This design comes from an exercise in tuning for small area on the open sky130 flow, not from production work. In this exercise RTL edits were held to simulation tests only and were not proved equivalent to the original.

== run 1 ==
## glm_rd_streamer
module glm_rd_streamer #(
    parameter int MAX_OUTSTANDING = 64,
    parameter int CNT_W           = 32
) (
    input  logic             clk,
    input  logic             reset,
    input  logic             start,
    input  logic [41:0]      base_addr,
    input  logic [CNT_W-1:0] num_lines,
    input  logic             c0TxAlmFull,
    output logic [74:0]      c0Tx,
    input  logic [542:0]     c0Rx,
    output logic             rd_valid,
    output logic [511:0]     rd_data,
    output logic [15:0]      rd_tag,
    output logic             busy,
    output logic             done,
    output logic [31:0]      stat_almfull_cycles
);
export LEC_CHECK = 0
export CAP_MARGIN = 20
export CORE_AREA = 5 5 195 195
export DIE_AREA = 0 0 200 200
export SLEW_MARGIN = 20
create_clock -name core_clock -period 5.0 [get_ports {clk}]
standard.sh (not shown) runs the stock make flow with config.mk's settings and CLKGATE_MAP_FILE= SYNTH_SCRIPT=/design/flow/synth_recipe.tcl, a recipe that flattens the netlist after the stock synthesis.
==> flow/flow/run.sh <==
#!/bin/bash
set -euo pipefail
bash standard.sh \
  "BUFFER_PORTS_ARGS=-buffer_cell sky130_fd_sc_hd__buf_1" \
  "PLACE_PINS_ARGS=-min_distance 1 -min_distance_in_tracks" \
  "CTS_ARGS=-sink_clustering_enable -repair_clock_nets -dont_use_dummy_load -buf_list {sky130_fd_sc_hd__clkbuf_4 sky130_fd_sc_hd__clkbuf_8} -sink_clustering_size 20 -sink_clustering_max_diameter 60" \
  finish > standard_make.log 2>&1
The flow ended early for run 1: it failed with a tool error in global routing.
### run 1 -> run 2
--- a/flow/config.mk
+++ b/flow/config.mk
@@ -9,2 +9,2 @@
-export CORE_AREA = 5 5 195 195
-export DIE_AREA = 0 0 200 200
+export CORE_AREA = 5 5 215 215
+export DIE_AREA = 0 0 220 220
### Flow results
- Run 2: GRT-0116 in global routing -> run aborted
- From run 2 to run 1, total number of clock tree sinks did not move at all.
- Compared with run 1, total clock buffers created by CTS in run 2 increased by a few percent.
- Relative to run 1, the chip height measured on run 2 has increased by more than 10%.
- Post-synthesis sequential element count came out exactly the same in run 1 and run 2.
- The HPWL after detailed placement of run 2 exceeds that of run 1 by about 3.7%.
- Run 2 ended up with a higher area of placed instances than run 1 did.
- Compared with run 1, run 2 shows a higher number of placed instances, taps included.
- Measured against each other, run 1 and run 2 differ in die span in x, the lower figure coming from run 1.
#### Input delta (run 3 over run 2)
==> flow/flow/run.sh <==
#!/bin/bash
set -euo pipefail
bash standard.sh \
  "BUFFER_PORTS_ARGS=-buffer_cell sky130_fd_sc_hd__buf_1" \
  "CTS_ARGS=-sink_clustering_enable -repair_clock_nets -dont_use_dummy_load" \
  finish > standard_make.log 2>&1
--- a/flow/config.mk
+++ b/flow/config.mk
@@ -9,2 +9,2 @@
-export CORE_AREA = 5 5 215 215
-export DIE_AREA = 0 0 220 220
+export CORE_AREA = 5 5 355 355
+export DIE_AREA = 0 0 360 360
==> comparison <==
Higher worst slack after detailed placement among run 3 and run 2: run 2. Looking across run 3 and run 2, the single run that reached the end with no open violations was run 3. Run 2: it failed during global routing, and the tool reported GRT-0116. Run 3 vs run 2: total number of placement rows up by more than half. Die boundary height ended up about 60% higher on run 3 than on run 2.
Input changes introduced in run 4 (baseline for comparison: run 3):
--- a/flow/flow/run.sh
+++ b/flow/flow/run.sh
@@ -5 +5,2 @@
-  "CTS_ARGS=-sink_clustering_enable -repair_clock_nets -dont_use_dummy_load" \
+  "PLACE_PINS_ARGS=-min_distance 1 -min_distance_in_tracks" \
+  "CTS_ARGS=-sink_clustering_enable -repair_clock_nets -dont_use_dummy_load -buf_list {sky130_fd_sc_hd__clkbuf_4 sky130_fd_sc_hd__clkbuf_8} -sink_clustering_size 20 -sink_clustering_max_diameter 60" \
--- a/flow/config.mk
+++ b/flow/config.mk
@@ -9,2 +9,2 @@
-export CORE_AREA = 5 5 355 355
-export DIE_AREA = 0 0 360 360
+export CORE_AREA = 5 5 275 165
+export DIE_AREA = 0 0 280 170
## What came out
Run 4: aborted in global routing (tool error). Going from run 3 to run 4, number of CTS-inserted buffers went down 48%, post-place setup slack now sits higher, cell area reported after detailed placement moved down. Number of placed I/O pins: run 3 vs run 4 identical.

[separate check: timing with driven ports]
The flow's constraints put no driver on any port. The routed layout listed below was extracted and timed again, unchanged, in two steps. Step 1, drivers: a clkbuf_16 drives clk and a buf_2 each remaining input, both assumed. Step 2 adds t to the input delays and takes it off the output delays; t is the mean of the earliest and latest rising clock arrival at the registers after step 1. Input paths then give back, and output paths get back, about the clock's delay inside the block. Slacks: ideal / step 1 / step 2; pairs: ideal / step 1.
run: run 3
t (ns): 0.703
setup slack, ns: 0.727 / 0.727 / 0.727
worst hold slack (ns): 0.414 / 0.387 / 0.452
clock arrival spread, ns: 0.051 / 0.051
After both steps run 3 still meets setup and hold. The setup slack of run 3 moves by 0.000 ns with the drivers and by 0.000 ns with both steps.
